Background: an optimization exercise with open tools, aiming at small area, a short achievable clock period and few clock cycles per item. Do not read the settings as production practice.
Power figures rest on the tool's default switching activity, not on a simulated workload.

==> flow/design.v <==
`timescale 1ns/10ps
`default_nettype none
module xbus_filter (
    input  logic        clk,
    input  logic        arst_n,
    input  logic [65:0] in_pkt,
    input  logic [7:0]  pad_value,
    output logic        vec_wr_en,
    output logic [15:0] vec_din,
    input  logic        vec_full,
    output logic        cache_full
);
    logic [1:0]  tag;
    logic        is_head;
    logic        is_body;
    logic [15:0] hx;
    logic [15:0] hy;
    assign tag = in_pkt[65:64];
    assign is_head = tag == 2'd1;
    assign is_body = tag == 2'd2;
    assign hx = in_pkt[15:0];
    assign hy = in_pkt[31:16];
    logic       x_lo;
    logic       x_hi;
    logic       y_lo;
    logic       y_hi;
    logic [7:0] ex;
    logic [7:0] ey;
    assign x_lo = hx[15:3] == '0;
    assign x_hi = hx == 16'hffff;
    assign y_lo = hy[15:3] == '0;
    assign y_hi = hy == 16'hffff;
    always_comb begin
        ex[0] = x_hi;
        ey[0] = y_hi;
        for (int i = 1; i < 8; i++) begin
            ex[i] = x_lo && hx[2:0] == 3'(i - 1);
            ey[i] = y_lo && hy[2:0] == 3'(i - 1);
        end
    end
    logic [5:0] h_colmask;
    logic [5:0] h_rowmask;
    always_comb begin
        for (int c = 0; c < 6; c++) begin
            h_colmask[c] = ex[c] | ex[c + 1] | ex[c + 2];
            h_rowmask[c] = ey[c] | ey[c + 1] | ey[c + 2];
        end
    end
    logic [2:0] h_cv;
    logic [2:0] h_rv;
    always_comb begin
        for (int k = 0; k < 3; k++) begin
            h_cv[k] = 1'b0;
            h_rv[k] = 1'b0;
            for (int i = 0; i < 8; i++) begin
                if (i - 1 + k >= 1 && i - 1 + k <= 6) begin
                    h_cv[k] = h_cv[k] | ex[i];
                    h_rv[k] = h_rv[k] | ey[i];
                end
            end
        end
    end
    logic [1:0] h_base;
    assign h_base = {hy[0], 1'b0} + hx[1:0] + 2'd1;
    function automatic logic [3:0] need_of(input int b, input logic [5:0] rm,
                                           input logic [5:0] cm);
        logic [3:0] n;
        n = '0;
        if (b < 9) begin
            for (int l = 0; l < 4; l++) begin
                n[l] = rm[(4 * b + l) / 6] & cm[(4 * b + l) % 6];
            end
        end
        need_of = n;
    endfunction
    logic [9:0]      ib;            
    logic [5:0]      colmask;
    logic [5:0]      rowmask;
    logic [2:0][3:0] nd;
    logic [3:0]      nd_next;       
    logic [1:0][3:0] nd_head;
    always_comb begin
        nd_next = {4{ib[9] | ib[8] | ib[7]}};
        for (int b = 0; b < 6; b++) begin
            nd_next = nd_next | ({4{ib[b]}} & need_of(b + 3, rowmask, colmask));
        end
        for (int j = 0; j < 2; j++) begin
            nd_head[j] = need_of(j, h_rowmask, h_colmask);
        end
    end
    always_ff @(posedge clk or negedge arst_n) begin
        if (!arst_n) begin
            ib <= 10'b10_0000_0000;
            nd <= {4'b1111, 4'b1111, 4'b0000};
        end else if (is_head) begin
            ib <= 10'b00_0000_0001;
            nd <= {need_of(2, h_rowmask, h_colmask), nd_head};
        end else if (is_body) begin
            ib <= {ib[8:0], 1'b0};
            nd <= {nd_next, nd[2:1]};
        end
    end
    always_ff @(posedge clk) begin
        if (is_head) begin
            colmask <= h_colmask;
            rowmask <= h_rowmask;
        end
    end
    logic [3:0] wr;
    assign wr = is_body ? nd[0] : 4'd0;
    logic [3:0]       wp;
    logic [3:0]       rp;
    logic [3:0]       t1;
    logic [3:0]       t2;
    logic [3:0]       pop;
    logic [3:0][15:0] ent0;
    logic [3:0][15:0] ent1;
    for (genvar l = 0; l < 4; l++) begin : g_lane
        logic [15:0] m0;
        logic [15:0] m1;
        always_ff @(posedge clk or negedge arst_n) begin
            if (!arst_n) begin
                wp[l] <= 1'b0;
                rp[l] <= 1'b0;
                t1[l] <= 1'b0;
                t2[l] <= 1'b0;
            end else begin
                if (wr[l]) wp[l] <= !wp[l];
                if (pop[l]) rp[l] <= !rp[l];
                if (wr[l] && !pop[l]) begin
                    t1[l] <= 1'b1;
                    t2[l] <= t1[l];
                end else if (!wr[l] && pop[l]) begin
                    t1[l] <= t2[l];
                    t2[l] <= 1'b0;
                end
            end
        end
        always_ff @(posedge clk) begin
            if (wr[l] && !wp[l]) m0 <= {in_pkt[8 * (4 + l) +: 8], in_pkt[8 * l +: 8]};
            if (wr[l] && wp[l]) m1 <= {in_pkt[8 * (4 + l) +: 8], in_pkt[8 * l +: 8]};
        end
        assign ent0[l] = m0;
        assign ent1[l] = m1;
    end
    logic       act;
    logic [2:0] okh;
    logic [2:0] okw;
    logic [8:0] opad;
    logic [3:0] lane0;
    logic       pend;
    logic [2:0] prv;
    logic [2:0] pcv;
    logic [1:0] pbase;
    logic [2:0] vfh;
    function automatic logic [3:0] rotl1(input logic [3:0] v);
        rotl1 = {v[2:0], v[3]};
    endfunction
    logic       row_end0;
    logic       lv1;
    logic       lpad0;
    logic       lpad1;
    logic [3:0] lane1;
    assign row_end0 = okw[2];
    assign lv1 = !(okh[2] && okw[2]);
    assign lpad0 = opad[0];
    assign lpad1 = opad[1];
    assign lane1 = row_end0 ? lane0 : rotl1(lane0);
    logic       emit;
    logic       emit_n;
    logic       take;
    logic [8:0] new_pad;
    logic [3:0] new_base;
    logic       act_n;
    logic       pad0_n;
    logic [3:0] lane0_n;
    logic [3:0] t1_n;
    logic [3:0] t2_n;
    logic [2:0] vfh_n;
    logic       pad1_n;
    logic       row_end0_n;
    logic [3:0] lane1_n;
    logic [3:0] s1_n;
    logic [3:0] s1;             
    assign take = !act || (emit && okh[2] && okw[2]);
    assign pop = (emit && !lpad0) ? lane0 : 4'd0;
    always_comb begin
        act_n = take ? pend : act;
        pad0_n = take ? new_pad[0] : (emit ? opad[1] : opad[0]);
        lane0_n = take ? new_base : (emit ? lane1 : lane0);
        for (int l = 0; l < 4; l++) begin
            t1_n[l] = (wr[l] && !pop[l]) || (t1[l] && !(pop[l] && !wr[l])) || (t2[l] && pop[l]);
            t2_n[l] = (wr[l] && !pop[l]) ? t1[l] : (t2[l] && !pop[l]);
        end
        vfh_n = {vfh[1:0], vec_full};
        if (take) begin
            emit_n = pend && (new_pad[0] || (new_base & t1_n) != 4'd0);
        end else if (emit) begin
            emit_n = act && (opad[1] || (lane1 & t1_n) != 4'd0);
        end else begin
            emit_n = act && (opad[0] || (lane0 & t1_n) != 4'd0);
        end
        emit_n = emit_n && vfh_n != 3'b111;
        pad1_n = take ? new_pad[1] : (emit ? opad[2] : opad[1]);
        row_end0_n = take ? 1'b0 : (emit ? okw[1] : okw[2]);
        lane1_n = row_end0_n ? lane0_n : rotl1(lane0_n);
        s1_n = lane1_n & (row_end0_n && !pad0_n ? t2_n : t1_n);
    end
    always_comb begin
        for (int kh = 0; kh < 3; kh++) begin
            for (int kw = 0; kw < 3; kw++) begin
                new_pad[kh * 3 + kw] = !(prv[kh] && pcv[kw]);
            end
        end
        new_base = 4'b0001 << pbase;
    end
    always_ff @(posedge clk or negedge arst_n) begin
        if (!arst_n) begin
            act <= 1'b0;
            emit <= 1'b0;
            s1 <= 4'd0;
            pend <= 1'b0;
            vfh <= '0;
            vec_wr_en <= 1'b0;
        end else begin
            vfh <= vfh_n;
            emit <= emit_n;
            s1 <= s1_n;
            vec_wr_en <= emit;
            if (take) begin
                act <= pend;
            end
            if (is_head) begin
                pend <= 1'b1;
            end else if (take) begin
                pend <= 1'b0;
            end
        end
    end
    logic [3:0]  sel0;
    logic [3:0]  sel1;
    logic [15:0] vec_next;
    assign sel0 = lpad0 ? 4'd0 : (lane0 & ~rp);
    assign sel1 = lpad0 ? 4'd0 : (lane0 & rp);
    always_comb begin
        vec_next = {16{lpad0}} & {pad_value, pad_value};
        for (int l = 0; l < 4; l++) begin
            vec_next = vec_next | ({16{sel0[l]}} & ent0[l]) | ({16{sel1[l]}} & ent1[l]);
        end
    end
    always_ff @(posedge clk) begin
        if (take) begin
            okh <= 3'b001;
            okw <= 3'b001;
            opad <= new_pad;
            lane0 <= new_base;
        end else if (emit) begin
            okw <= {okw[1:0], okw[2]};
            if (okw[2]) okh <= {okh[1:0], okh[2]};
            opad <= {1'b1, opad[8:1]};
            lane0 <= lane1;
        end
        if (is_head) begin
            prv <= h_rv;
            pcv <= h_cv;
            pbase <= h_base;
        end
        vec_din <= vec_next;
    end
    logic       cf_prev;        
    logic       ce1;
    logic       go1;            
    logic [3:0] q0;             
    logic [3:0] q1;             
    logic [3:0] nu1;            
    logic [3:0] nu2;            
    logic [3:0] nf1;            
    logic [3:0] nf2;            
    logic [3:0] na;
    logic [3:0] nb;
    logic [3:0] nc;
    logic [3:0] w1;             
    logic [3:0] w2;
    logic       h01;
    logic       h0and1;
    logic [3:0] hw1;
    logic [3:0] hw2;
    logic [3:0] ov;
    logic [3:0] hov;
    logic       cf_n;
    logic       pend_hit;
    always_comb begin
        ce1 = vfh[1:0] != 2'b11;
        go1 = emit && lv1 && ce1 && !lpad1;
        for (int l = 0; l < 4; l++) begin
            q0[l] = pop[l];
            q1[l] = go1 && s1[l];
        end
        nu1 = ~(q0 | q1);
        nu2 = ~(q0 & q1);
        nf1 = t2 & nu1;
        nf2 = t1 & (t2 | nu1) & nu2;
        na = nd[0];
        nb = (cf_prev && cache_full) ? 4'd0 : nd[1];
        nc = (cf_prev || cache_full) ? 4'd0 : nd[2];
        w1 = na | nb | nc;
        w2 = (na & nb) | (na & nc) | (nb & nc);
        ov = (w1 & nf1) | (w2 & nf2);
        h01 = hy[15] || hy[2:0] <= 3'd2;
        h0and1 = hy[2:1] == 2'd0 && !cache_full;
        hw1 = {4{h01}};
        hw2 = {h0and1, h0and1, 2'b00};
        hov = (hw1 & nf1) | (hw2 & nf2);
        pend_hit = pend && (ib[9] || (ib[8] && !(cf_prev && cache_full))
                            || (ib[7] && !cf_prev && !cache_full));
        cf_n = (is_head ? hov != 4'd0 : ov != 4'd0) || pend_hit;
    end
    always_ff @(posedge clk or negedge arst_n) begin
        if (!arst_n) begin
            cache_full <= 1'b0;
            cf_prev <= 1'b0;
        end else begin
            cache_full <= cf_n;
            cf_prev <= cache_full;
        end
    end
endmodule
`default_nettype wire
Settings: LEC_CHECK=0, CAP_MARGIN=20, CORE_MARGIN=2, CORE_UTILIZATION=40, SETUP_SLACK_MARGIN=2.5, SLEW_MARGIN=20; clock period 4.5 ns.
standard.sh (not shown) runs the stock make flow with config.mk's settings and CLKGATE_MAP_FILE= SYNTH_SCRIPT=/design/flow/synth_recipe.tcl, a recipe that flattens the netlist after the stock synthesis.
==> flow/flow/run.sh <==
#!/bin/bash
# Standard ORFS layout with two changes: the port buffers start as buf_1
# (the resizer still upsizes the ones on critical paths) and CTS uses its own
# clustering and inserts no dummy loads. Each tool's output goes to its own
# log in the work folder.
set -euo pipefail
bash standard.sh \
  'BUFFER_PORTS_ARGS=-buffer_cell sky130_fd_sc_hd__buf_1' \
  'CTS_ARGS=-sink_clustering_enable -repair_clock_nets -dont_use_dummy_load -buf_list {sky130_fd_sc_hd__clkbuf_4 sky130_fd_sc_hd__clkbuf_8} -sink_clustering_size 12 -sink_clustering_max_diameter 50' \
  MATCH_CELL_FOOTPRINT=0 \
  finish > make_finish.log 2>&1
Next try:
--- a/flow/design.v
+++ b/flow/design.v
@@ -172,42 +172,24 @@
     logic [8:0] new_pad;
     logic [3:0] new_base;
     logic       act_n;
     logic       pad0_n;
     logic [3:0] lane0_n;
     logic [3:0] t1_n;
-    logic [3:0] t2_n;
     logic [2:0] vfh_n;
-    logic       pad1_n;
-    logic       row_end0_n;
-    logic [3:0] lane1_n;
-    logic [3:0] s1_n;
-    logic [3:0] s1;             
     assign take = !act || (emit && okh[2] && okw[2]);
     assign pop = (emit && !lpad0) ? lane0 : 4'd0;
     always_comb begin
         act_n = take ? pend : act;
         pad0_n = take ? new_pad[0] : (emit ? opad[1] : opad[0]);
         lane0_n = take ? new_base : (emit ? lane1 : lane0);
         for (int l = 0; l < 4; l++) begin
             t1_n[l] = (wr[l] && !pop[l]) || (t1[l] && !(pop[l] && !wr[l])) || (t2[l] && pop[l]);
-            t2_n[l] = (wr[l] && !pop[l]) ? t1[l] : (t2[l] && !pop[l]);
         end
         vfh_n = {vfh[1:0], vec_full};
-        if (take) begin
-            emit_n = pend && (new_pad[0] || (new_base & t1_n) != 4'd0);
-        end else if (emit) begin
-            emit_n = act && (opad[1] || (lane1 & t1_n) != 4'd0);
-        end else begin
-            emit_n = act && (opad[0] || (lane0 & t1_n) != 4'd0);
-        end
-        emit_n = emit_n && vfh_n != 3'b111;
-        pad1_n = take ? new_pad[1] : (emit ? opad[2] : opad[1]);
-        row_end0_n = take ? 1'b0 : (emit ? okw[1] : okw[2]);
-        lane1_n = row_end0_n ? lane0_n : rotl1(lane0_n);
-        s1_n = lane1_n & (row_end0_n && !pad0_n ? t2_n : t1_n);
+        emit_n = act_n && vfh_n != 3'b111 && (pad0_n || (lane0_n & t1_n) != 4'd0);
     end
     always_comb begin
         for (int kh = 0; kh < 3; kh++) begin
             for (int kw = 0; kw < 3; kw++) begin
                 new_pad[kh * 3 + kw] = !(prv[kh] && pcv[kw]);
             end
@@ -215,20 +197,18 @@
         new_base = 4'b0001 << pbase;
     end
     always_ff @(posedge clk or negedge arst_n) begin
         if (!arst_n) begin
             act <= 1'b0;
             emit <= 1'b0;
-            s1 <= 4'd0;
             pend <= 1'b0;
             vfh <= '0;
             vec_wr_en <= 1'b0;
         end else begin
             vfh <= vfh_n;
             emit <= emit_n;
-            s1 <= s1_n;
             vec_wr_en <= emit;
             if (take) begin
                 act <= pend;
             end
             if (is_head) begin
                 pend <= 1'b1;
@@ -278,12 +258,13 @@
     logic [3:0] nf2;            
     logic [3:0] na;
     logic [3:0] nb;
     logic [3:0] nc;
     logic [3:0] w1;             
     logic [3:0] w2;
+    logic [3:0] w3;
     logic       h01;
     logic       h0and1;
     logic [3:0] hw1;
     logic [3:0] hw2;
     logic [3:0] ov;
     logic [3:0] hov;
@@ -291,24 +272,25 @@
     logic       pend_hit;
     always_comb begin
         ce1 = vfh[1:0] != 2'b11;
         go1 = emit && lv1 && ce1 && !lpad1;
         for (int l = 0; l < 4; l++) begin
             q0[l] = pop[l];
-            q1[l] = go1 && s1[l];
+            q1[l] = go1 && lane1[l] && (row_end0 ? (lpad0 ? t1[l] : t2[l]) : t1[l]);
         end
         nu1 = ~(q0 | q1);
         nu2 = ~(q0 & q1);
         nf1 = t2 & nu1;
         nf2 = t1 & (t2 | nu1) & nu2;
         na = nd[0];
         nb = (cf_prev && cache_full) ? 4'd0 : nd[1];
         nc = (cf_prev || cache_full) ? 4'd0 : nd[2];
         w1 = na | nb | nc;
         w2 = (na & nb) | (na & nc) | (nb & nc);
-        ov = (w1 & nf1) | (w2 & nf2);
+        w3 = na & nb & nc;
+        ov = (w1 & nf1) | (w2 & nf2) | w3;
         h01 = hy[15] || hy[2:0] <= 3'd2;
         h0and1 = hy[2:1] == 2'd0 && !cache_full;
         hw1 = {4{h01}};
         hw2 = {h0and1, h0and1, 2'b00};
         hov = (hw1 & nf1) | (hw2 & nf2);
         pend_hit = pend && (ib[9] || (ib[8] && !(cf_prev && cache_full))
=> Die area came out lower by 2.4%. Via count drops by 5.0%. Global-route usage barely changes. Final area drops by 4.7%. Power goes down by 5.2%. Sequential cell count fell by 4. Clock skew increases by 0.054 ns. Synthesized cell count falls by 2.3%. Worst hold slack gets worse by 0.18 ns. Critical path depth is lower by 3. Register-to-register slack gets better by 0.14 ns. Wire length came out lower by 2.3%. Setup slack improves by 0.15 ns. Non-clock buffer count went down by 15.
No functional check of the RTL was part of any run of this note.

[re-timing with driven ports]
The flow's constraints put no driver on any port. The routed layouts listed below were extracted and timed again, unchanged, in two steps.
Step 1 assumes that a clkbuf_16 drives the clock port and a buf_2 every other input.
Step 2 also shifts input and output timing later by t, the mid clock arrival at the registers, as if the neighbouring blocks saw the same clock.
Three values: no drivers, after step 1, after step 2; two values: the first two.
run	t, ns	setup WS [ns]	hold slack, ns	worst setup path after step 2
the first run	0.583	2.160 / 2.172 / 1.595	0.419 / 0.419 / 0.419	input to register
the second run	0.573	2.312 / 2.312 / 1.895	0.244 / 0.226 / 0.393	input to register
After both steps setup and hold are still met in every run listed. For the first run, which loses most, drivers alone change the setup slack by +0.012 ns; drivers and shift together by -0.565 ns.
